Source: an optimization exercise on an open RTL-to-GDS flow (aim: small area, a short achievable clock period and few clock cycles). Production flows keep margins and buffers that such runs may drop.
Only simulation tests tie the RTL to the original design; equivalence was not proved.
No activity file was given, so power comes from the tool's default toggle rates.

--- flow/design.v ---
`default_nettype none
package bfsp_pkg;
    localparam int MAX_NODES   = 16;
    localparam int WEIGHT_BITS = 16;
    localparam int NODE_W      = 4;
    localparam int DIST_W      = 20;    
    localparam int ROW_W       = 4;
    localparam int WIN_W       = 16;
    localparam int SRC_W       = 4;
    localparam int COUNT_W     = 5;
    localparam int OUT_NODE_W  = 4;
    localparam int OUT_DIST_W  = 20;
    localparam int PARENT_W    = 5;
    localparam int CFG_DATA_W  = 5;
    localparam int CFG_ADDR_W  = 1;
endpackage
`default_nettype wire
`default_nettype none
module bfsp_wmem (
    input  wire logic           clk,
    input  wire logic [15:0]    wr_row_oh,    
    input  wire logic [15:0]    wr_col_oh,
    input  wire logic [15:0]    wr_data,
    input  wire logic [15:0]    rd_row_oh,
    output logic      [255:0]   rd_row        
);
    logic [255:0] row_q [16];
    for (genvar r = 0; r < 16; r++) begin : g_row
        for (genvar c = 0; c < 16; c++) begin : g_col
            always_ff @(posedge clk)
            begin
                if (wr_row_oh[r] && wr_col_oh[c])
                begin
                    row_q[r][16*c +: 16] <= wr_data;
                end
            end
        end
    end
    always_comb
    begin
        rd_row = '0;
        for (int r = 0; r < 16; r++)
        begin
            rd_row = rd_row | (row_q[r] & {256{rd_row_oh[r]}});
        end
    end
endmodule
`default_nettype wire
`default_nettype none
module bfsp_relax (
    input  wire logic        en,         
    input  wire logic [19:0] du,         
    input  wire logic [15:0] w,          
    input  wire logic [19:0] dv,         
    input  wire logic        rv,         
    output logic             upd,
    output logic      [19:0] alt
);
    logic [19:0] w20;
    logic [19:0] ag [6];
    logic [19:0] ap [6];
    assign w20 = {4'd0, w};
    always_comb
    begin
        ag[0] = du & w20;
        ap[0] = du ^ w20;
        for (int l = 0; l < 5; l++)
        begin
            for (int i = 0; i < 20; i++)
            begin
                if (i >= (1 << l))
                begin
                    ag[l+1][i] = ag[l][i] | (ap[l][i] & ag[l][i - (1 << l)]);
                    ap[l+1][i] = ap[l][i] & ap[l][i - (1 << l)];
                end
                else
                begin
                    ag[l+1][i] = ag[l][i];
                    ap[l+1][i] = ap[l][i];
                end
            end
        end
        alt[0] = ap[0][0];
        for (int i = 1; i < 20; i++)
        begin
            alt[i] = ap[0][i] ^ ag[5][i-1];
        end
    end
    logic [19:0] nd;
    logic [19:0] nw;
    logic [20:0] s;      
    logic [20:0] c;      
    logic [20:0] g [6];
    logic [20:0] p [6];
    logic        lt;
    assign nd = ~du;
    assign nw = ~w20;
    always_comb
    begin
        s[20] = 1'b0;
        c[0]  = 1'b1;                
        for (int i = 0; i < 20; i++)
        begin
            s[i]   = dv[i] ^ nd[i] ^ nw[i];
            c[i+1] = (dv[i] & nd[i]) | (dv[i] & nw[i]) | (nd[i] & nw[i]);
        end
        g[0] = s & c;
        p[0] = s | c;
        for (int l = 0; l < 5; l++)
        begin
            for (int i = 0; i < 21; i++)
            begin
                if (i >= (1 << l))
                begin
                    g[l+1][i] = g[l][i] | (p[l][i] & g[l][i - (1 << l)]);
                    p[l+1][i] = p[l][i] & p[l][i - (1 << l)];
                end
                else
                begin
                    g[l+1][i] = g[l][i];
                    p[l+1][i] = p[l][i];
                end
            end
        end
        lt = g[5][20];
    end
    assign upd = en && (w != '0) && (!rv || lt);
endmodule
`default_nettype wire
`default_nettype none
module bfsp_seq (
    input  wire logic [15:0] after,      
    input  wire logic [15:0] dirty,      
    output logic      [15:0] next_oh,
    output logic             any
);
    function automatic [15:0] below(input logic [15:0] x);
        logic [15:0] t;
        t = {x[14:0], 1'b0};
        for (int l = 0; l < 4; l++)
        begin
            t = t | (t << (1 << l));
        end
        below = t;
    endfunction
    logic [15:0] hi;
    logic [15:0] hi_first;
    logic [15:0] all_first;
    assign hi        = dirty & after;
    assign hi_first  = hi & ~below(hi);
    assign all_first = dirty & ~below(dirty);
    assign next_oh   = (hi != '0) ? hi_first : all_first;
    assign any       = (dirty != '0);
endmodule
`default_nettype wire
`default_nettype none
import bfsp_pkg::*;
module bellman_ford_shortest_paths (
    input  wire logic                           clk,
    input  wire logic                           rst_n,
    input  wire logic                           cfg_wr_en,
    input  wire logic [bfsp_pkg::CFG_ADDR_W-1:0] cfg_addr,
    input  wire logic [bfsp_pkg::CFG_DATA_W-1:0] cfg_wdata,
    input  wire logic                           in_valid,
    output logic                                in_ready,
    input  wire logic [bfsp_pkg::ROW_W-1:0]      row_index,
    input  wire logic [bfsp_pkg::ROW_W-1:0]      col_index,
    input  wire logic [bfsp_pkg::WIN_W-1:0]      edge_weight,
    input  wire logic                           last_entry,
    output logic                                out_valid,
    input  wire logic                           out_ready,
    output logic      [bfsp_pkg::OUT_NODE_W-1:0] node_index,
    output logic      [bfsp_pkg::OUT_DIST_W-1:0] path_distance,
    output logic                                reachable,
    output logic      [bfsp_pkg::PARENT_W-1:0]   parent_node,
    output logic                                last_node
);
    localparam logic [1:0] S_IDLE = 2'd0;
    localparam logic [1:0] S_RUN  = 2'd1;
    localparam logic [1:0] S_OUT  = 2'd2;
    logic [3:0]  src_q;
    logic [4:0]  cnt_q;
    always_ff @(posedge clk or negedge rst_n)
    begin
        if (!rst_n)
        begin
            src_q <= '0;
            cnt_q <= 5'd16;
        end
        else if (cfg_wr_en)
        begin
            if (cfg_addr == 1'b0)
                src_q <= cfg_wdata[3:0];
            else
                cnt_q <= cfg_wdata;
        end
    end
    logic [4:0]  n;
    logic [15:0] vmask;       
    logic [15:0] src_oh;      
    logic        src_ok;
    logic [3:0]  n_m1;
    assign n      = (cnt_q > 5'd16) ? 5'd16 : cnt_q;
    assign n_m1   = 4'(n - 5'd1);
    assign src_ok = {1'b0, src_q} < n;
    always_comb
    begin
        for (int i = 0; i < 16; i++)
        begin
            vmask[i]  = 5'(i) < n;
            src_oh[i] = src_ok && (src_q == 4'(i));
        end
    end
    logic        in_ready_q;
    logic        acc;
    logic        last_q;
    logic [15:0] wr_row_oh_q;     
    logic [15:0] wr_below_q;      
    logic [15:0] wr_col_oh_q;
    logic [15:0] wr_data_q;
    assign acc = in_valid && in_ready_q;
    always_ff @(posedge clk or negedge rst_n)
    begin
        if (!rst_n)
        begin
            last_q      <= 1'b0;
            wr_row_oh_q <= '0;
            wr_below_q  <= '0;
        end
        else
        begin
            last_q      <= acc && last_entry;
            wr_row_oh_q <= acc ? (16'd1 << row_index) : 16'd0;
            wr_below_q  <= acc ? ((16'd1 << row_index) - 16'd1) : 16'd0;
        end
    end
    always_ff @(posedge clk)
    begin
        wr_col_oh_q <= 16'd1 << col_index;
        wr_data_q   <= edge_weight;
    end
    logic [15:0]  p_oh;           
    logic [255:0] wrow;
    bfsp_wmem u_wmem (
        .clk       (clk),
        .wr_row_oh (wr_row_oh_q),
        .wr_col_oh (wr_col_oh_q),
        .wr_data   (wr_data_q),
        .rd_row_oh (p_oh),
        .rd_row    (wrow)
    );
    logic [1:0]   state_q;
    logic [19:0]  dist_q  [16];
    logic [3:0]   par_q   [16];
    logic [15:0]  reach_q;
    logic [15:0]  dirty_q;        
    logic [15:0]  pos_q;          
    logic [15:0]  after_q;        
    logic         bval_q;         
    logic [255:0] row_q;
    logic [19:0]  du_q;
    logic [15:0]  used_q;
    logic         init_pend_q;
    logic         idle;
    logic         running;
    logic         spec;
    logic         issue_try;
    logic         issue;
    logic         stale;
    logic         init;
    logic         done;
    logic         out_free;
    logic [3:0]   u_bin;
    logic [15:0]  upd;
    logic [19:0]  alt [16];
    logic [19:0]  du_nx;
    logic         p_any;
    assign idle    = (state_q == S_IDLE);
    assign running = (state_q == S_RUN);
    bfsp_seq u_seq (
        .after    (after_q),
        .dirty    (dirty_q),
        .next_oh  (p_oh),
        .any      (p_any)
    );
    assign spec      = idle && !init_pend_q && !last_q && !bval_q && ((p_oh & wr_below_q) != '0);
    assign issue     = ((running && p_any) || spec) && !bval_q;
    assign stale = (wr_row_oh_q & (used_q | (spec ? p_oh : 16'd0))) != '0;
    assign init  = idle && (init_pend_q || (last_q && stale));
    assign done  = running && !bval_q && !p_any;
    logic [15:0]  below_p;
    always_comb
    begin
        below_p = {p_oh[14:0], 1'b0};
        for (int l = 0; l < 4; l++)
        begin
            below_p = below_p | (below_p << (1 << l));
        end
    end
    always_comb
    begin
        u_bin = '0;
        du_nx = '0;
        for (int i = 0; i < 16; i++)
        begin
            u_bin = u_bin | (4'(i) & {4{pos_q[i]}});
            du_nx = du_nx | (dist_q[i] & {20{p_oh[i]}});
        end
    end
    for (genvar v = 0; v < 16; v++) begin : g_lane
        bfsp_relax u_lane (
            .en  (bval_q && vmask[v]),
            .du  (du_q),
            .w   (row_q[16*v +: 16]),
            .dv  (dist_q[v]),
            .rv  (reach_q[v]),
            .upd (upd[v]),
            .alt (alt[v])
        );
        always_ff @(posedge clk)
        begin
            if (init)
                dist_q[v] <= '0;
            else if (upd[v])
                dist_q[v] <= alt[v];
            if (upd[v])
                par_q[v] <= u_bin;
        end
    end
    always_ff @(posedge clk)
    begin
        row_q <= wrow;
        du_q  <= du_nx;
        if (init)
        begin
            reach_q <= src_oh;
            dirty_q <= src_oh;
            pos_q   <= '0;
            after_q <= '0;
            bval_q  <= 1'b0;
        end
        else
        begin
            reach_q <= reach_q | upd;
            dirty_q <= (dirty_q | upd) & ~(issue ? p_oh : 16'd0);
            if (issue)
            begin
                pos_q   <= p_oh;
                after_q <= below_p;
            end
            bval_q  <= issue;
        end
    end
    always_ff @(posedge clk or negedge rst_n)
    begin
        if (!rst_n)
        begin
            init_pend_q <= 1'b1;
            used_q      <= '0;
        end
        else
        begin
            if (init)
                used_q <= '0;
            else if (spec)
                used_q <= used_q | p_oh;
            if (cfg_wr_en || !idle || (stale && !last_q))
                init_pend_q <= 1'b1;
            else if (init)
                init_pend_q <= 1'b0;
        end
    end
    logic [3:0]  k_q;
    logic        out_valid_q;
    logic        out_load;
    logic [3:0]  node_q;
    logic [19:0] pdist_q;
    logic        reach_out_q;
    logic [4:0]  parent_q;
    logic        last_node_q;
    assign out_free = !out_valid_q || out_ready;
    assign out_load = ((state_q == S_OUT) || done) && out_free;
    always_ff @(posedge clk or negedge rst_n)
    begin
        if (!rst_n)
        begin
            state_q     <= S_IDLE;
            in_ready_q  <= 1'b1;
            out_valid_q <= 1'b0;
            k_q         <= '0;
        end
        else
        begin
            unique case (state_q)
                S_IDLE:
                begin
                    if (last_q)
                    begin
                        k_q <= '0;
                        if (n == '0)
                        begin
                            in_ready_q <= 1'b1;
                        end
                        else if (!src_ok)
                        begin
                            state_q <= S_OUT;
                        end
                        else
                        begin
                            state_q <= S_RUN;
                        end
                    end
                    else
                    begin
                        in_ready_q <= !(acc && last_entry);
                    end
                end
                S_RUN, S_OUT:
                begin
                    if (out_load)
                    begin
                        k_q <= k_q + 4'd1;
                        if (k_q == n_m1)
                        begin
                            state_q    <= S_IDLE;
                            in_ready_q <= 1'b1;
                        end
                        else
                        begin
                            state_q <= S_OUT;
                        end
                    end
                    else if (done)
                    begin
                        state_q <= S_OUT;
                    end
                end
                default:
                begin
                    state_q <= S_IDLE;
                end
            endcase
            if (out_load)
                out_valid_q <= 1'b1;
            else if (out_ready)
                out_valid_q <= 1'b0;
        end
    end
    always_ff @(posedge clk)
    begin
        if (out_load)
        begin
            node_q      <= k_q;
            pdist_q     <= dist_q[k_q];
            reach_out_q <= reach_q[k_q];
            parent_q    <= (reach_q[k_q] && (k_q != src_q)) ? ({1'b0, par_q[k_q]} + 5'd1) : 5'd0;
            last_node_q <= (k_q == n_m1);
        end
    end
    assign in_ready      = in_ready_q;
    assign out_valid     = out_valid_q;
    assign node_index    = node_q;
    assign path_distance = pdist_q;
    assign reachable     = reach_out_q;
    assign parent_node   = parent_q;
    assign last_node     = last_node_q;
endmodule
`default_nettype wire
--- flow/run.sh ---
#!/bin/bash
# synth_recipe.tcl (not shown) runs the flow's synth.tcl, then flattens the netlist and writes it again
# the make line also repeats each setting of config.mk as NAME=value (left out here)
make -C /OpenROAD-flow-scripts/flow DESIGN_CONFIG=/design/flow/config.mk WORK_HOME=/design/flow/orfs CLKGATE_MAP_FILE= SYNTH_SCRIPT=/design/flow/synth_recipe.tcl finish
--- flow/config.mk ---
export PLATFORM = sky130hd
export DESIGN_NAME = bellman_ford_shortest_paths
export DESIGN_NICKNAME = bellman_ford_shortest_paths
export VERILOG_FILES = /design/flow/design.v
export SDC_FILE = /design/flow/constraint.sdc
export NUM_CORES = 4
export LEC_CHECK = 0
export CAP_MARGIN = 20
export CORE_MARGIN = 2
export CORE_UTILIZATION = 45
export PLACE_DENSITY = 0.6
export SETUP_SLACK_MARGIN = 4.0
export SLEW_MARGIN = 20
export TNS_END_PERCENT = 10
--- flow/constraint.sdc ---
create_clock -name core_clock -period 7.5 [get_ports {clk}]
set_input_delay 1.5000 -clock core_clock [delete_from_list [all_inputs] [get_ports {clk}]]
set_output_delay 1.5000 -clock core_clock [all_outputs]
set_load 0.01 [all_outputs]
==> reports/qor.yml, run 1 <==
cts:
  clk_path_buf_depth: 4
  cts_buffers: 522
  worstSkewPairLatency_ns: 1.09
  root_buffer: "clkbuf_16"
  cts_hold_buffers: 0
  h-tree-depth: 6
  clk_pin_slew_worst_paths_ns: 0.06
  cts_tree: "built"
  clock-sinks: 4949
cells_and_area:
  synthToLayoutAreaGrowth_pct: 15.40
  utilization: 0.5218
  drive_above_1_share: 0.1265
  nNetsFinal: 15110
placement:
  port_buffers: 68
  dp_hpwl_mm: 444.7
  gp_congestion: 1.040
synth:
  synth_compound_area_frac: 0.1353
  synth_warnings: 14
  syn-cell-area_um2: 204700
  synth_edf_count: 4191
  async_flop_share: 0.01354
  synth_ff_type: "edfxtp_1"
  synth.avg_cell_area_um2: 14.86
  synthXorXnorAreaFrac: 0.009882
  synth_fa_ha_area_frac: 0.06622
  yosysUniqueCellTypes: 96
  syn-instance-count: 13780
  yosysTopAreaCell: "edfxtp_1"
  netlist.area_leader.share: 0.6147
  ys_ff_latch: 4949
  synth_top_family_by_area: "compound AO/OA/AOI/OAI gates"
  synth.area.top_cells: "edfxtp_1 (61%), dfxtp_1 (6.8%), ha_1 (3.6%)"
  synth-simple-area-share: 0.06575
  ys_seq_area_frac: 0.6905
  yosys-mux-area-fraction: 0.004694
  syn_nets: 14680
setup_path:
  crit_type: "reg2reg"
  crit_arrival_ns: 4.67
  cp_max_fo: 19
  start_kind: "register"
  required_ns: 8.22
  r2r_slack_ns: 3.54
  cp-end-kind: "register"
power:
  powerDensity_nw_per_um2: 395.8
  worst_ir_drop_vdd_mv: 0.3139
  p_leak_nw: 79.43
global_routing:
  grt_max_degree: 148
  antenna_found_initial: 71
  track_usage: 0.3084
  grt-ovfl-total: 0
  grt_pass1_vias: 124100
  grt_pass1_wl_mm: 1005
floorplanning:
  io_pins: 69
  die_w_um: 678.5
  rows: 247
  initial_core_util: 0.4522
  core_area_um2: 452800
  die_h_um: 678.5
  die-area_um2: 460400
timing:
  worst_slew_pin_slew_ns: 1.188
  setup_viol: 0
  min_period_over_period: 0.5274
  tns_ns: 0
  rsz0062_at_grt: "true"
  hold_viol: 0
  fin_crit_ns: 3.956
  clock.fmax_mhz: 252.8
  skew_ns: 0.05436
  slew_headroom: 0.2080
  drv_slew: 0
route:
  ant_nets: 2
  routed_wl_mm: 744.9
  avgRoutedWirePerCell_um: 35.83
  first_iter_violations: 21080
  vias: 134600
  vias_per_cell: 6.472
  firstDrtPassIters: 9
  drc: 0
hold_path:
  hold_class: "reg2reg"
outcome:
  outcome: "complete, but fails checks"
  violations: "antenna violations"
job:
  maxCapViolCount: 0
## worst max-delay path, cell delays in order, from the launching register on
cell      delay, ns
dfrtp_4        0.59
inv_1          0.19
ha_2           0.41
nor3b_2        0.65
buf_4          0.49
a22o_1         0.21
a221oi_1       0.07
a41oi_1        0.94
## per-layer routing
layer  global-route usage  share of wire
met5                    0        0.00025
met4               0.1235          0.046
met3              0.06654           0.11
met2               0.4671           0.44
met1               0.4343           0.40
## per-stage QoR
step | setup WS (ns) | instances | power [mW] | hold slack [ns] | instance area, µm²
after CTS | 3.649 | 20500 | 91.51 | 0.4611 | 233700
after detailed placement | 2.267 | 19410 | 64.67 | 0.4438 | 214600
after floorplan | 3.317 | 13780 | 52.60 | 0.4231 | 206200
after global routing | 3.530 | 20660 | 96.72 | 0.4822 | 235900
after global placement | 2.418 | 19410 | 64.59 | 0.4391 | 214600
final | 3.544 | 20790 | 93.50 | 0.4637 | 236300
## path summary, 6_finish.rpt
path,start,endpoint,depth (start not counted)
max reg2reg,k_q[0]$_DFFE_PN0P_,pdist_q[3]$_DFFE_PP_,7
min reg2reg,u_wmem.row_q[7][189]$_DFFE_PP_,row_q[189]$_DFF_P_,2
min,u_wmem.row_q[7][189]$_DFFE_PP_,row_q[189]$_DFF_P_,2
max in group asynchronous,rst_n,wr_row_oh_q[7]$_DFF_PN0_,1
max,k_q[0]$_DFFE_PN0P_,pdist_q[3]$_DFFE_PP_,7
min in group asynchronous,rst_n,cnt_q[3]$_DFFE_PN0P_,1
## state kept, by name, indices dropped and copies added (netlist names), 20 cells and up
register      flops
row_q           256
dist_q          320
u_wmem.row_q   4096
du_q             20
pdist_q          20
par_q            64
## power breakdown
part	total (mW)	switching, mW	internal [mW]
Combinational	32.7	20.8	11.9
Sequential	35.3	3.53	31.8
Clock	25.5	11.1	14.4
Total	93.5	35.4	58.1
## kinds of logic (layout without fill, tap and decap cells)
group	count (synthesis)	count (layout)
buffers and inverters	1473	2311
DFF	4949	4949
other	1	180
xor gates and xnor gates	231	231
AOI/OAI and AO/OA	3511	3516
and+or+nand+nor	2589	2605
adders and majority gates	935	935
muxes	88	88
## synthesized netlist by cell type, types with 49 or more instances
cell type	number
o31ai_1	72
fa_1	272
a21oi_1	350
a211oi_1	79
mux2i_1	69
buf_1	105
buf_2	76
nor2_1	408
nor4_1	95
nand2_1	617
and3_1	127
dfrtp_1	64
and4_1	136
ha_1	590
nand3_1	410
clkbuf_1	557
a21o_1	72
a22o_1	381
a221oi_1	544
inv_1	727
xnor2_1	187
nand2b_1	92
nor2b_1	113
o22ai_1	49
maj3_1	73
a31oi_1	68
edfxtp_1	4191
nor3_1	116
a22oi_1	642
and2_1	303
a222oi_1	583
dfxtp_1	691
o21ai_0	271
## what timing repair did
action | CTS | global route
hold endpoints to repair | 0 | 0
gates resized for setup | 207 | 203
pin swaps | 44 | 34
gates cloned | 23 | 22
buffers inserted | 121 | 85
setup endpoints to repair | 788 | 800
## layout by cell type, fill, tap and decap left out, types with 319 or more instances in the layout
master and count:
edfxtp_1 4191, inv_1 703, a22oi_1 640, dfxtp_1 631, nand2_1 607, a222oi_1 583
ha_1 571, clkbuf_16 548, a221oi_1 515, nor2_1 395, nand3_1 385, a22o_1 381
buf_4 379, a21oi_1 319
## final cells by class
type	count	area [µm²]
clock buffers	736	14620
multi-input cells	7376	60100
flip-flops and latches	4949	141600
fillers	37180	216500
well taps	5976	7477
repair buffers	630	7049
diodes	179	447.9
clock inverters	212	2096
repair inverters	3	43.79
inverters	730	2850
Testbench counts, summed over its fixed seeds: cycles 20,188.
==> inputs of run 2 (changes only) <==
--- a/flow/design.v
+++ b/flow/design.v
@@ -181,33 +181,49 @@
     logic [3:0]  src_q;
     logic [4:0]  cnt_q;
-    always_ff @(posedge clk or negedge rst_n)
+    logic [3:0]  src_nx;
+    logic [4:0]  cnt_nx;
+    logic [4:0]  n_nx;
+    logic        n_zero;      
+    logic [15:0] vmask;       
+    logic [15:0] src_oh;      
+    logic        src_ok;
+    logic [3:0]  n_m1;
+    always_comb
     begin
-        if (!rst_n)
-        begin
-            src_q <= '0;
-            cnt_q <= 5'd16;
-        end
-        else if (cfg_wr_en)
+        src_nx = src_q;
+        cnt_nx = cnt_q;
+        if (cfg_wr_en)
         begin
             if (cfg_addr == 1'b0)
-                src_q <= cfg_wdata[3:0];
+                src_nx = cfg_wdata[3:0];
             else
-                cnt_q <= cfg_wdata;
+                cnt_nx = cfg_wdata;
         end
+        n_nx = (cnt_nx > 5'd16) ? 5'd16 : cnt_nx;
     end
-    logic [4:0]  n;
-    logic [15:0] vmask;       
-    logic [15:0] src_oh;      
-    logic        src_ok;
-    logic [3:0]  n_m1;
-    assign n      = (cnt_q > 5'd16) ? 5'd16 : cnt_q;
-    assign n_m1   = 4'(n - 5'd1);
-    assign src_ok = {1'b0, src_q} < n;
-    always_comb
+    always_ff @(posedge clk or negedge rst_n)
     begin
-        for (int i = 0; i < 16; i++)
+        if (!rst_n)
+        begin
+            src_q  <= '0;
+            cnt_q  <= 5'd16;
+            n_zero <= 1'b0;
+            vmask  <= 16'hFFFF;
+            src_oh <= 16'd1;
+            src_ok <= 1'b1;
+            n_m1   <= 4'd15;
+        end
+        else
         begin
-            vmask[i]  = 5'(i) < n;
-            src_oh[i] = src_ok && (src_q == 4'(i));
+            src_q  <= src_nx;
+            cnt_q  <= cnt_nx;
+            n_zero <= (n_nx == '0);
+            src_ok <= {1'b0, src_nx} < n_nx;
+            n_m1   <= 4'(n_nx - 5'd1);
+            for (int i = 0; i < 16; i++)
+            begin
+                vmask[i]  <= 5'(i) < n_nx;
+                src_oh[i] <= ({1'b0, src_nx} < n_nx) && (src_nx == 4'(i));
+            end
         end
     end
@@ -305,10 +321,10 @@
         begin
             u_bin = u_bin | (4'(i) & {4{pos_q[i]}});
-            du_nx = du_nx | (dist_q[i] & {20{p_oh[i]}});
+            du_nx = du_nx | (dist_q[i] & {20{p_oh[i] & !src_oh[i]}});
         end
     end
     for (genvar v = 0; v < 16; v++) begin : g_lane
         bfsp_relax u_lane (
-            .en  (bval_q && vmask[v]),
+            .en  (bval_q && vmask[v] && !src_oh[v]),
             .du  (du_q),
             .w   (row_q[16*v +: 16]),
@@ -320,7 +336,5 @@
         always_ff @(posedge clk)
         begin
-            if (init)
-                dist_q[v] <= '0;
-            else if (upd[v])
+            if (upd[v])
                 dist_q[v] <= alt[v];
             if (upd[v])
@@ -372,4 +386,6 @@
     end
     logic [3:0]  k_q;
+    logic [15:0] k_oh_q;
+    logic [15:0] shown;          
     logic        out_valid_q;
     logic        out_load;
@@ -389,4 +405,5 @@
             out_valid_q <= 1'b0;
             k_q         <= '0;
+            k_oh_q      <= 16'd1;
         end
         else
@@ -397,6 +414,7 @@
                     if (last_q)
                     begin
-                        k_q <= '0;
-                        if (n == '0)
+                        k_q    <= '0;
+                        k_oh_q <= 16'd1;
+                        if (n_zero)
                         begin
                             in_ready_q <= 1'b1;
@@ -420,5 +438,6 @@
                     if (out_load)
                     begin
-                        k_q <= k_q + 4'd1;
+                        k_q    <= k_q + 4'd1;
+                        k_oh_q <= {k_oh_q[14:0], 1'b0};
                         if (k_q == n_m1)
                         begin
@@ -447,4 +466,21 @@
         end
     end
+    assign shown = reach_q & ~src_oh;
+    logic [19:0] k_dist;
+    logic [3:0]  k_par;
+    logic        k_shown;
+    logic        k_reach;
+    always_comb
+    begin
+        k_dist = '0;
+        k_par  = '0;
+        for (int i = 0; i < 16; i++)
+        begin
+            k_dist = k_dist | (dist_q[i] & {20{k_oh_q[i] & shown[i]}});
+            k_par  = k_par  | (par_q[i]  & {4{k_oh_q[i] & shown[i]}});
+        end
+        k_shown = (k_oh_q & shown) != '0;
+        k_reach = (k_oh_q & reach_q) != '0;
+    end
     always_ff @(posedge clk)
     begin
@@ -452,7 +488,7 @@
         begin
             node_q      <= k_q;
-            pdist_q     <= dist_q[k_q];
-            reach_out_q <= reach_q[k_q];
-            parent_q    <= (reach_q[k_q] && (k_q != src_q)) ? ({1'b0, par_q[k_q]} + 5'd1) : 5'd0;
+            pdist_q     <= k_dist;
+            reach_out_q <= k_reach;
+            parent_q    <= k_shown ? ({1'b0, k_par} + 5'd1) : 5'd0;
             last_node_q <= (k_q == n_m1);
         end
==> flow/flow/run.sh (new file) <==
#!/bin/bash
# The standard layout (the standard.sh: ORFS with the standard synthesis),
# with one change: the buffers that buffer_ports puts on every input and
# output port are plain sky130_fd_sc_hd__buf_4 cells instead of the delay
# buffer (clkdlybuf4s50_1) that buffer_ports picks on its own.
set -euo pipefail
export BUFFER_PORTS_ARGS="-buffer_cell sky130_fd_sc_hd__buf_4"
bash standard.sh > standard.log 2>&1
==> flow/standard.sh (new file) <==
#!/bin/bash
# synth_recipe.tcl (not shown) runs the flow's synth.tcl, then flattens the netlist and writes it again
# the make line also repeats each setting of config.mk as NAME=value (left out here)
make -C /OpenROAD-flow-scripts/flow DESIGN_CONFIG=/design/flow/config.mk WORK_HOME=/design/flow/orfs CLKGATE_MAP_FILE= SYNTH_SCRIPT=/design/flow/synth_recipe.tcl "${@:-finish}"
--- a/flow/config.mk
+++ b/flow/config.mk
@@ -8,7 +8,9 @@
 export CAP_MARGIN = 20
 export CORE_MARGIN = 2
-export CORE_UTILIZATION = 45
-export PLACE_DENSITY = 0.6
-export SETUP_SLACK_MARGIN = 4.0
+export CORE_UTILIZATION = 35
+export CTS_CLUSTER_DIAMETER = 80
+export CTS_CLUSTER_SIZE = 25
+export PLACE_DENSITY = 0.5
+export SETUP_SLACK_MARGIN = 4.5
 export SLEW_MARGIN = 20
 export TNS_END_PERCENT = 10
removed: flow/run.sh
==> reports/qor.yml, run 2 <==
synth:
  synthXorXnorAreaFrac: 0.01020
  synth_edf_count: 4511
  yosysMostFrequentCell: "edfxtp_1"
  synth_fa_ha_area_frac: 0.06947
  synth-simple-area-share: 0.05901
  syn-cell-area_um2: 203500
  synthTopCellsByCount: "edfxtp_1 (4511), inv_1 (752), a222oi_1 (658), ha_1 (588), nand2_1 (586)"
  yosysTopAreaCell: "edfxtp_1"
  ys_ff_latch: 5003
  synth.avg_cell_area_um2: 15.58
  yosys-mux-area-fraction: 0.0006088
  syn_nets: 13950
  async_flop_share: 0.02419
  synth_compound_area_frac: 0.1180
  syn-instance-count: 13060
  netlist.area_leader.share: 0.6658
  yosysUniqueCellTypes: 84
  synth_top_family_by_area: "compound AO/OA/AOI/OAI gates"
  synth.area.top_cells: "edfxtp_1 (67%), dfxtp_1 (3.7%), ha_1 (3.6%)"
  synth_ff_type: "edfxtp_1"
  ys_seq_area_frac: 0.7174
  synth_warnings: 14
floorplanning:
  die-area_um2: 587400
  initial_core_util: 0.3507
  rows: 280
  die_w_um: 766.4
  core_area_um2: 580200
  io_pins: 69
  die_h_um: 766.4
route:
  avgRoutedWirePerCell_um: 36.44
  vias: 128000
  first_iter_violations: 20790
  drc: 0
  firstDrtPassIters: 10
  routed_wl_mm: 788.1
  ant_nets: 1
  vias_per_cell: 5.918
placement:
  placed_area_um2: 215600
  port_buffers: 68
  dp_hpwl_mm: 449.4
  place_inst: 20570
  gp_congestion: 1.011
  place_ws_ns: 2.325
power:
  swShare: 0.4017
  finalPower_mw: 90.99
  p_leak_nw: 78.04
  p_comb_frac: 0.398
  power_switching_mw: 36.55
  power.internal_mw: 54.44
  worst_ir_drop_vdd_mv: 0.3320
  power.share.sequential: 0.409
  pwr-share-clk: 0.192
  powerDensity_nw_per_um2: 390.0
cells_and_area:
  drive_above_1_share: 0.1305
  nFillCells: 53000
  final_common_cell: "edfxtp_1"
  largest_register: "u_wmem.row_q"
  design_area_um2: 233300
  reg_top3: "u_wmem.row_q (4096), dist_q (320), row_q (256)"
  nNetsFinal: 14430
  most-common-layout-cells: "edfxtp_1 (4511), inv_1 (737), a222oi_1 (658)"
  synthToLayoutAreaGrowth_pct: 14.67
  fin_cells: 21630
  largest_register_ffs: 4096
  utilization: 0.4021
setup_path:
  crit_arrival_ns: 4.69
  slowest_stage: "nor2_4"
  required_ns: 8.43
  cp_num_buf_inv: 4
  max_stage_delay_ns: 0.75
  crit_path_frequent_cell: "buf_4"
  path_cells: "a222oi_1 > buf_4 > nand3_4 > buf_4 > buf_4 > buf_4 > o32ai_4 > nand2_1 > nor2_4 > a222oi_1 > nand3_1 > a21oi_1 > nand4_1"
  cp_top_family: "simple AND/OR/NAND/NOR gates"
  start_kind: "register"
  cp_max_fo: 20
  crit_type: "reg2reg"
  cp-end-kind: "register"
cts:
  root_buffer: "clkbuf_16"
  worstSkewPairLatency_ns: 1.04
  cts_buffers: 274
  clk_pin_slew_worst_paths_ns: 0.10
  h-tree-depth: 5
  clk_path_buf_depth: 4
  cts_tree: "built"
  clock-sinks: 5003
  cts_hold_buffers: 0
global_routing:
  grt_max_degree: 129
  grt_pass1_vias: 117000
  grt_pass1_wl_mm: 1007
  grt-ovfl-total: 0
  track_usage: 0.2433
  antenna_found_initial: 84
timing:
  worst_slack_ns: 3.735
  clock.fmax_mhz: 265.6
  rsz0062_at_grt: "true"
  min_period_over_period: 0.5021
  tns_ns: 0
  skew_ns: 0.07112
  worst_slew_pin_slew_ns: 1.261
  slew_headroom: 0.1591
  holdWs_ns: 0.4312
  fin_crit_ns: 3.765
  setup_viol: 0
  hold_viol: 0
  drv_slew: 0
outcome:
  outcome: "complete, but fails checks"
  violations: "antenna violations"
hold_path:
  hold_class: "in2async"
job:
  maxCapViolCount: 0
-- run 2: worst paths after layout --
| kind | startpoint | end | slack (ns) | cells past startpoint |
|---|---|---|---|---|
| max in group asynchronous | rst_n | wr_row_oh_q[12]$_DFF_PN0_ | 5.62 | 2 |
| worst min-delay path | rst_n | state_q[1]$_DFFE_PN0P_ | 0.43 | 1 |
| worst max register to register | after_q[10]$_SDFFE_PP0P_ | du_q[11]$_DFF_P_ | 3.73 | 13 |
| worst min register to register | u_wmem.row_q[4][126]$_DFFE_PP_ | row_q[126]$_DFF_P_ | 0.46 | 2 |
| min in group core_clock | u_wmem.row_q[4][126]$_DFFE_PP_ | row_q[126]$_DFF_P_ | 0.46 | 2 |
| worst max-delay path | after_q[10]$_SDFFE_PP0P_ | du_q[11]$_DFF_P_ | 3.73 | 13 |
-- run 2: logic make-up (layout without fill, tap and decap cells) --
logic type / Yosys count / after routing
DFF: 5003 / 5003
buffers and inverters: 1365 / 2041
AOI/OAI and AO/OA: 3043 / 3051
other: 1 / 122
adders and majority gates: 993 / 993
xor gates and xnor gates: 237 / 237
and+or+nand+nor: 2403 / 2413
muxes: 12 / 12
-- run 2: timing repair --
item	in CTS	in global routing
setup buffers	128	188
cloned	36	91
resized for setup	233	501
pin swaps	54	179
endpoints found under the hold margin	0	0
endpoints found under the setup margin	1077	1063
-- run 2: area by class of cell --
class,instances,area [µm²],share of cell area
Sequential cell,5003,146200,0.6266
Multi-Input combinational cell,6707,55130,0.2363
Timing Repair Buffer,797,10240,0.04389
Tap cell,7755,9703,0.04159
Clock buffer,395,7478,0.03206
Inverter,752,2867,0.01229
Clock inverter,97,1389,0.005953
Antenna cell,121,302.8,0.001298
-- run 2: power groups by stage --
stage / clock, mW / combinational (mW) / sequential [mW]
floorplan: 0 / 19.3 / 35.5
global placement: 0 / 30.1 / 37.9
detailed placement: 0 / 30.1 / 37.8
CTS: 17.7 / 32.5 / 37.1
global route: 18.6 / 38.7 / 37.2
finish: 17.5 / 36.3 / 37.2
-- run 2: metal layers --
metal | vias up | global-route usage | share of wire
met5 | - | 0 | 0.000080
met4 | 10 | 0.08376 | 0.043
met3 | 1193 | 0.04194 | 0.096
met2 | 6956 | 0.3797 | 0.45
met1 | 67170 | 0.3440 | 0.41
li1 | 52670 | - | -
Testbench counts of run 2, summed over its fixed seeds: cycles 20,188.
==> inputs of run 3 (changes only) <==
--- a/flow/design.v
+++ b/flow/design.v
@@ -181,7 +181,6 @@
     logic [3:0]  src_q;
     logic [4:0]  cnt_q;
-    logic [3:0]  src_nx;
-    logic [4:0]  cnt_nx;
-    logic [4:0]  n_nx;
+    logic        cfg_wr_q;
+    logic [4:0]  n;
     logic        n_zero;      
     logic [15:0] vmask;       
@@ -189,40 +188,41 @@
     logic        src_ok;
     logic [3:0]  n_m1;
-    always_comb
+    always_ff @(posedge clk or negedge rst_n)
     begin
-        src_nx = src_q;
-        cnt_nx = cnt_q;
-        if (cfg_wr_en)
+        if (!rst_n)
+        begin
+            src_q <= '0;
+            cnt_q <= 5'd16;
+        end
+        else if (cfg_wr_en)
         begin
             if (cfg_addr == 1'b0)
-                src_nx = cfg_wdata[3:0];
+                src_q <= cfg_wdata[3:0];
             else
-                cnt_nx = cfg_wdata;
+                cnt_q <= cfg_wdata;
         end
-        n_nx = (cnt_nx > 5'd16) ? 5'd16 : cnt_nx;
     end
+    assign n = (cnt_q > 5'd16) ? 5'd16 : cnt_q;
     always_ff @(posedge clk or negedge rst_n)
     begin
         if (!rst_n)
         begin
-            src_q  <= '0;
-            cnt_q  <= 5'd16;
-            n_zero <= 1'b0;
-            vmask  <= 16'hFFFF;
-            src_oh <= 16'd1;
-            src_ok <= 1'b1;
-            n_m1   <= 4'd15;
+            cfg_wr_q <= 1'b0;
+            n_zero   <= 1'b0;
+            vmask    <= 16'hFFFF;
+            src_oh   <= 16'd1;
+            src_ok   <= 1'b1;
+            n_m1     <= 4'd15;
         end
         else
         begin
-            src_q  <= src_nx;
-            cnt_q  <= cnt_nx;
-            n_zero <= (n_nx == '0);
-            src_ok <= {1'b0, src_nx} < n_nx;
-            n_m1   <= 4'(n_nx - 5'd1);
+            cfg_wr_q <= cfg_wr_en;
+            n_zero   <= (n == '0);
+            src_ok   <= {1'b0, src_q} < n;
+            n_m1     <= 4'(n - 5'd1);
             for (int i = 0; i < 16; i++)
             begin
-                vmask[i]  <= 5'(i) < n_nx;
-                src_oh[i] <= ({1'b0, src_nx} < n_nx) && (src_nx == 4'(i));
+                vmask[i]  <= 5'(i) < n;
+                src_oh[i] <= ({1'b0, src_q} < n) && (src_q == 4'(i));
             end
         end
@@ -379,5 +379,5 @@
             else if (spec)
                 used_q <= used_q | p_oh;
-            if (cfg_wr_en || !idle || (stale && !last_q))
+            if (cfg_wr_en || cfg_wr_q || !idle || (stale && !last_q))
                 init_pend_q <= 1'b1;
             else if (init)
==> flow/run.sh (new file) <==
#!/bin/bash
# synth_recipe.tcl (not shown) runs the flow's synth.tcl, then flattens the netlist and writes it again
# the make line also repeats each setting of config.mk as NAME=value (left out here)
make -C /OpenROAD-flow-scripts/flow DESIGN_CONFIG=/design/flow/config.mk WORK_HOME=/design/flow/orfs CLKGATE_MAP_FILE= SYNTH_SCRIPT=/design/flow/synth_recipe.tcl finish
--- a/flow/config.mk
+++ b/flow/config.mk
@@ -8,8 +8,8 @@
 export CAP_MARGIN = 20
 export CORE_MARGIN = 2
-export CORE_UTILIZATION = 35
+export CORE_UTILIZATION = 22
 export CTS_CLUSTER_DIAMETER = 80
 export CTS_CLUSTER_SIZE = 25
-export PLACE_DENSITY = 0.5
+export PLACE_DENSITY = 0.35
 export SETUP_SLACK_MARGIN = 4.5
 export SLEW_MARGIN = 20
removed: flow/flow/run.sh
removed: flow/standard.sh
==> reports/qor.yml, run 3 <==
timing:
  slew_headroom: 0.1506
  fin_crit_ns: 3.953
  rsz0062_at_grt: "true"
  setup_viol: 0
  worst_slew_pin_slew_ns: 1.264
  drv_slew: 0
  tns_ns: 0
  clock.fmax_mhz: 253.0
  min_period_over_period: 0.5271
  skew_ns: 0.07936
  hold_viol: 0
global_routing:
  antenna_found_initial: 127
  grt_pass1_wl_mm: 1125
  grt-ovfl-total: 0
  grt_max_degree: 119
  track_usage: 0.1716
  grt_pass1_vias: 122200
floorplanning:
  initial_core_util: 0.2209
  die-area_um2: 936200
  die_h_um: 967.6
  rows: 353
  die_w_um: 967.6
  core_area_um2: 924900
  io_pins: 69
synth:
  synth_warnings: 14
  synth_edf_count: 4511
  syn-instance-count: 13240
  syn_nets: 14140
  async_flop_share: 0.02438
  yosysUniqueCellTypes: 86
  netlist.area_leader.share: 0.6632
  synth.avg_cell_area_um2: 15.43
  yosysTopAreaCell: "edfxtp_1"
  yosysMostFrequentCell: "edfxtp_1"
  synthTopCellsByCount: "edfxtp_1 (4511), nand2_1 (991), inv_1 (716), a22oi_1 (666), a221oi_1 (656)"
  ys_seq_area_frac: 0.7146
  synth.area.top_cells: "edfxtp_1 (66%), dfxtp_1 (3.6%), ha_1 (3.6%)"
  synth_ff_type: "edfxtp_1"
  ys_ff_latch: 5004
  syn-cell-area_um2: 204300
cells_and_area:
  most-common-layout-cells: "edfxtp_1 (4511), nand2_1 (973), inv_1 (700)"
  reg_top3: "u_wmem.row_q (4096), dist_q (320), row_q (256)"
  largest_register_ffs: 4096
  utilization: 0.2627
  final_common_cell: "edfxtp_1"
  largest_register: "u_wmem.row_q"
  synthToLayoutAreaGrowth_pct: 18.96
  nNetsFinal: 14690
  drive_above_1_share: 0.1433
job:
  maxCapViolCount: 0
setup_path:
  worstReg2RegStart: "du_q[14]$_DFF_P_"
  crit_arrival_ns: 4.71
  required_ns: 8.25
  cp_max_fo: 6
  crit_type: "reg2reg"
  start_kind: "register"
  crit_start: "du_q[14]$_DFF_P_"
  cp-end-kind: "register"
route:
  vias: 127100
  first_iter_violations: 16850
  routed_wl_mm: 877.0
  ant_nets: 0
  drc: 0
  avgRoutedWirePerCell_um: 33.07
  firstDrtPassIters: 14
  vias_per_cell: 4.792
cts:
  clk_pin_slew_worst_paths_ns: 0.09
  cts_hold_buffers: 0
  root_buffer: "clkbuf_16"
  cts_tree: "built"
  clk_path_buf_depth: 4
  clock-sinks: 5004
  cts_buffers: 342
  worstSkewPairLatency_ns: 1.05
  h-tree-depth: 5
hold_path:
  hold_class: "reg2reg"
  worstHoldStart: "u_wmem.row_q[5][184]$_DFFE_PP_"
placement:
  gp_congestion: 0.9201
  dp_hpwl_mm: 532.4
  port_buffers: 68
outcome:
  outcome: "timing/DRC/antenna clean"
power:
  powerDensity_nw_per_um2: 417.4
  worst_ir_drop_vdd_mv: 0.2429
  p_leak_nw: 80.99
-- run 3: routing by layer --
metal	track usage	routed length, µm	vias to the layer above
li1	-	-	53780
met1	0.2372	384800	67400
met2	0.2772	403300	4785
met3	0.02632	56300	1096
met4	0.05345	32490	16
met5	0	107	-
-- run 3: through the flow --
step / cell area [µm²] / power (mW) / setup WS [ns] / hold slack (ns) / instances
6_report: 243000 / 101.4 / 3.547 / 0.4460 / 26520
2_1_floorplan: 205300 / 57.95 / 3.069 / 0.4348 / 13240
5_1_grt: 242700 / 106.2 / 3.469 / 0.4688 / 26420
3_3_place_gp: 223000 / 75.68 / 2.023 / 0.4474 / 25310
4_1_cts: 238200 / 99.41 / 3.582 / 0.4015 / 26100
3_5_place_dp: 223200 / 75.39 / 1.966 / 0.4494 / 25310
-- run 3: report_power, final --
part	leakage [nW]	total (mW)	internal, mW	switching, mW
clock	5.99	21.6	9.86	11.7
sequential	45.3	38.0	33.5	4.50
combinational	29.7	41.8	15.1	26.7
total	81.0	101	58.5	42.9
-- run 3: area by class of cell --
type	instances	area (µm²)
antenna	192	480.5
clock buffer	378	8860
clock inverter	256	3533
fill	94440	681900
inverter	716	2731
multi-input combinational	6897	56050
sequential	5004	146200
tap	12250	15320
timing repair buffer	828	9786
-- run 3: final timing paths --
check	endpoint	slack, ns	cells past startpoint
hold / removal	row_q[184]$_DFF_P_	0.45	2
setup reg to reg	dist_q[12][7]$_DFFE_PP_	3.55	13
max in group asynchronous	k_oh_q[14]$_DFFE_PN0P_	5.77	2
hold reg to reg	row_q[184]$_DFF_P_	0.45	2
setup / recovery	dist_q[12][7]$_DFFE_PP_	3.55	13
min in group asynchronous	wr_row_oh_q[4]$_DFF_PN0_	0.49	1
-- run 3: repair_timing --
item / 4_1_cts / 5_1_grt
pin swaps: 64 / 155
setup endpoints to repair: 1058 / 1030
gates resized for setup: 216 / 302
gates cloned: 27 / 62
buffers inserted: 129 / 161
-- run 3: critical path, stage by stage, from the launching register on --
cell	delay, ns
dfxtp_4	0.40
clkinvlp_4	0.10
buf_12	0.15
fa_1	0.52
nor2b_1	0.07
maj3_2	0.29
maj3_2	0.30
maj3_2	0.30
maj3_2	0.38
nor4b_4	0.30
nor2_2	0.08
a2111oi_4	0.32
buf_4	0.20
a211o_4	0.22
-- run 3: kinds of logic (layout without fill, tap and decap cells) --
group,Yosys count,in the layout,synth area share
compound gates,3032,3041,0.1195
fa+ha+maj,953,953,0.06723
flops,5004,5004,0.7146
simple gates,2643,2654,0.06267
buf+inv,1358,2178,0.02518
xor+xnor,232,232,0.009948
mux,16,16,0.0008637
other cells,1,193,0.00001836
Testbench counts of run 3, summed over its fixed seeds: cycles 20,188.
==> inputs of run 4 (changes only) <==
==> flow/flow/run.sh (new file) <==
#!/bin/bash
# The standard layout (the standard.sh: ORFS with the standard synthesis),
# with these changes:
# - the buffers that buffer_ports puts on every input and output port are
#   plain sky130_fd_sc_hd__buf_4 cells instead of the delay buffer
#   (clkdlybuf4s50_1) that buffer_ports picks on its own;
# - more antenna repair after global and detailed routing: more iterations,
#   and a margin on the antenna ratios (flow/pre_drt.tcl, flow/post_drt.tcl).
set -euo pipefail
HERE=$(pwd)
export BUFFER_PORTS_ARGS="-buffer_cell sky130_fd_sc_hd__buf_4"
export MAX_REPAIR_ANTENNAS_ITER_GRT=15
export MAX_REPAIR_ANTENNAS_ITER_DRT=15
export PRE_DETAIL_ROUTE_TCL="$HERE/flow/pre_drt.tcl"
export POST_DETAIL_ROUTE_TCL="$HERE/flow/post_drt.tcl"
bash standard.sh > standard.log 2>&1
==> flow/flow/post_drt.tcl (new file) <==
# After ORFS's own antenna loop: while violations remain, repair with a
# margin on the ratios and route again.
set extra 0
while {[check_antennas] && $extra < 8} {
  if {[catch {repair_antennas -ratio_margin 30} msg]} {
    puts "post_drt: repair_antennas failed: $msg"
    break
  }
  detailed_route {*}$::all_args
  incr extra
}
puts "post_drt: $extra extra antenna repair rounds"
==> flow/flow/pre_drt.tcl (new file) <==
if {[catch {repair_antennas -ratio_margin 20} msg]} {
  puts "pre_drt: repair_antennas skipped: $msg"
}
==> flow/standard.sh (new file) <==
#!/bin/bash
# synth_recipe.tcl (not shown) runs the flow's synth.tcl, then flattens the netlist and writes it again
# the make line also repeats each setting of config.mk as NAME=value (left out here)
make -C /OpenROAD-flow-scripts/flow DESIGN_CONFIG=/design/flow/config.mk WORK_HOME=/design/flow/orfs CLKGATE_MAP_FILE= SYNTH_SCRIPT=/design/flow/synth_recipe.tcl "${@:-finish}"
--- a/flow/config.mk
+++ b/flow/config.mk
@@ -8,8 +8,8 @@
 export CAP_MARGIN = 20
 export CORE_MARGIN = 2
-export CORE_UTILIZATION = 22
+export CORE_UTILIZATION = 40
 export CTS_CLUSTER_DIAMETER = 80
 export CTS_CLUSTER_SIZE = 25
-export PLACE_DENSITY = 0.35
+export PLACE_DENSITY = 0.55
 export SETUP_SLACK_MARGIN = 4.5
 export SLEW_MARGIN = 20
removed: flow/run.sh
==> reports/qor.yml, run 4 <==
synth:
  synth.avg_cell_area_um2: 15.43
  ys_seq_area_frac: 0.7146
  syn-instance-count: 13240
  synth_ff_type: "edfxtp_1"
  yosysMostFrequentCell: "edfxtp_1"
  syn_nets: 14140
  syn-cell-area_um2: 204300
  yosysUniqueCellTypes: 86
  synthTopCellsByCount: "edfxtp_1 (4511), nand2_1 (991), inv_1 (716), a22oi_1 (666), a221oi_1 (656)"
  synth_edf_count: 4511
  async_flop_share: 0.02438
  ys_ff_latch: 5004
  yosysTopAreaCell: "edfxtp_1"
  netlist.area_leader.share: 0.6632
  synth_warnings: 14
  synth.area.top_cells: "edfxtp_1 (66%), dfxtp_1 (3.6%), ha_1 (3.6%)"
cts:
  root_buffer: "clkbuf_16"
  clk_path_buf_depth: 4
  cts_hold_buffers: 0
  cts_buffers: 262
  clock-sinks: 5004
  h-tree-depth: 5
placement:
  dp_hpwl_mm: 436.5
  port_buffers: 68
  place_ws_ns: 1.980
  gp_congestion: 1.027
  place_inst: 19650
floorplanning:
  initial_core_util: 0.4015
  die_h_um: 718.6
  io_pins: 69
  die_w_um: 718.6
  rows: 262
global_routing:
  grt_max_degree: 138
  track_usage: 0.2644
  grt_pass1_vias: 117800
  grt-ovfl-total: 0
  antenna_found_initial: 74
  grt_pass1_wl_mm: 969.1
outcome:
  stop_stage: "5_2_route"
  stop_error: "[ERROR GRT-0232] Routing congestion too high. Check the congestion heatmap in the GUI."
  outcome: "stopped before the end"
timing:
  crit_endpoint: "par_q[12][2]$_DFFE_PP_/DE"
  worstEndpointType: "register input"
run 4: cell counts after synthesis:
No cell type changed its count.
run 4: per-stage QoR:
step	instance area (µm²)	utilization	total power [mW]
after floorplan	205300	-	57.95
after global placement	214700	0.4219	72.26
after detailed placement	214700	0.4220	72.32
after CTS	224700	0.4417	90.19
after global routing	229600	0.4513	97.84
run 4: cells by family after synthesis:
kind of cell,share of synthesized area
mux,0.0008637
other cells,0.00001836
fa+ha+maj,0.06723
simple gates,0.06267
xor+xnor,0.009948
flops,0.7146
compound gates,0.1195
buf+inv,0.02518
run 4: what timing repair did:
| item | in CTS | in global routing |
|---|---|---|
| setup endpoints to repair | 1102 | 1028 |
| gates cloned | 20 | 82 |
| resized for setup | 163 | 339 |
| pin swaps | 53 | 148 |
| setup buffers | 91 | 165 |
run 4: worst max-delay path by stage:
| stage | start | slack [ns] | depth (start not counted) | endpoint |
|---|---|---|---|---|
| after floorplan | du_q[14]$_DFF_P_ | 3.07 | 10 | dist_q[10][0]$_DFFE_PP_ |
| after global placement | du_q[2]$_DFF_P_ | 2.00 | 12 | dist_q[14][1]$_DFFE_PP_ |
| after detailed placement | du_q[2]$_DFF_P_ | 1.98 | 12 | dist_q[14][1]$_DFFE_PP_ |
| after CTS | du_q[14]$_DFF_P_ | 3.48 | 13 | par_q[12][2]$_DFFE_PP_ |
| after global routing | du_q[14]$_DFF_P_ | 3.43 | 13 | par_q[12][2]$_DFFE_PP_ |
run 4: power by group through the flow:
stage	combinational, mW	sequential [mW]	clock [mW]
floorplan	22.2	35.8	0
global placement	33.8	38.4	0
detailed placement	33.9	38.4	0
CTS	35.9	37.5	16.8
global route	42.6	37.5	17.7
run 4: per-layer routing:
metal	track usage
met5	0
met4	0.09223
met3	0.05118
met2	0.4120
met1	0.3711

==> afterwards: timing with drivers on the ports <==
The results above use ideal ports. As a check the final layouts listed here were re-extracted and re-timed, cells and wires unchanged.
Step 1, drivers: a clkbuf_16 drives clk and a buf_2 each remaining input, both assumed.
Step 2 adds t to the input delays and takes it off the output delays; t is the mean of the earliest and latest rising clock arrival at the registers after step 1. Input paths then give back, and output paths get back, about the clock's delay inside the block.
Three values: ideal ports, drivers, drivers and shift; two values: the first two.
| run | shift t [ns] | slack for setup (ns) | hold WS [ns] |
|---|---|---|---|
| run 1 | 1.185 | 3.544 / 3.544 / 2.826 | 0.464 / 0.464 / 0.464 |
| run 2 | 1.149 | 3.735 / 3.735 / 3.000 | 0.431 / 0.375 / 0.456 |
| run 3 | 1.173 | 3.547 / 3.547 / 3.076 | 0.446 / 0.386 / 0.446 |
For run 2, which loses most, drivers alone change the setup slack by 0.000 ns; drivers and shift together by -0.735 ns.
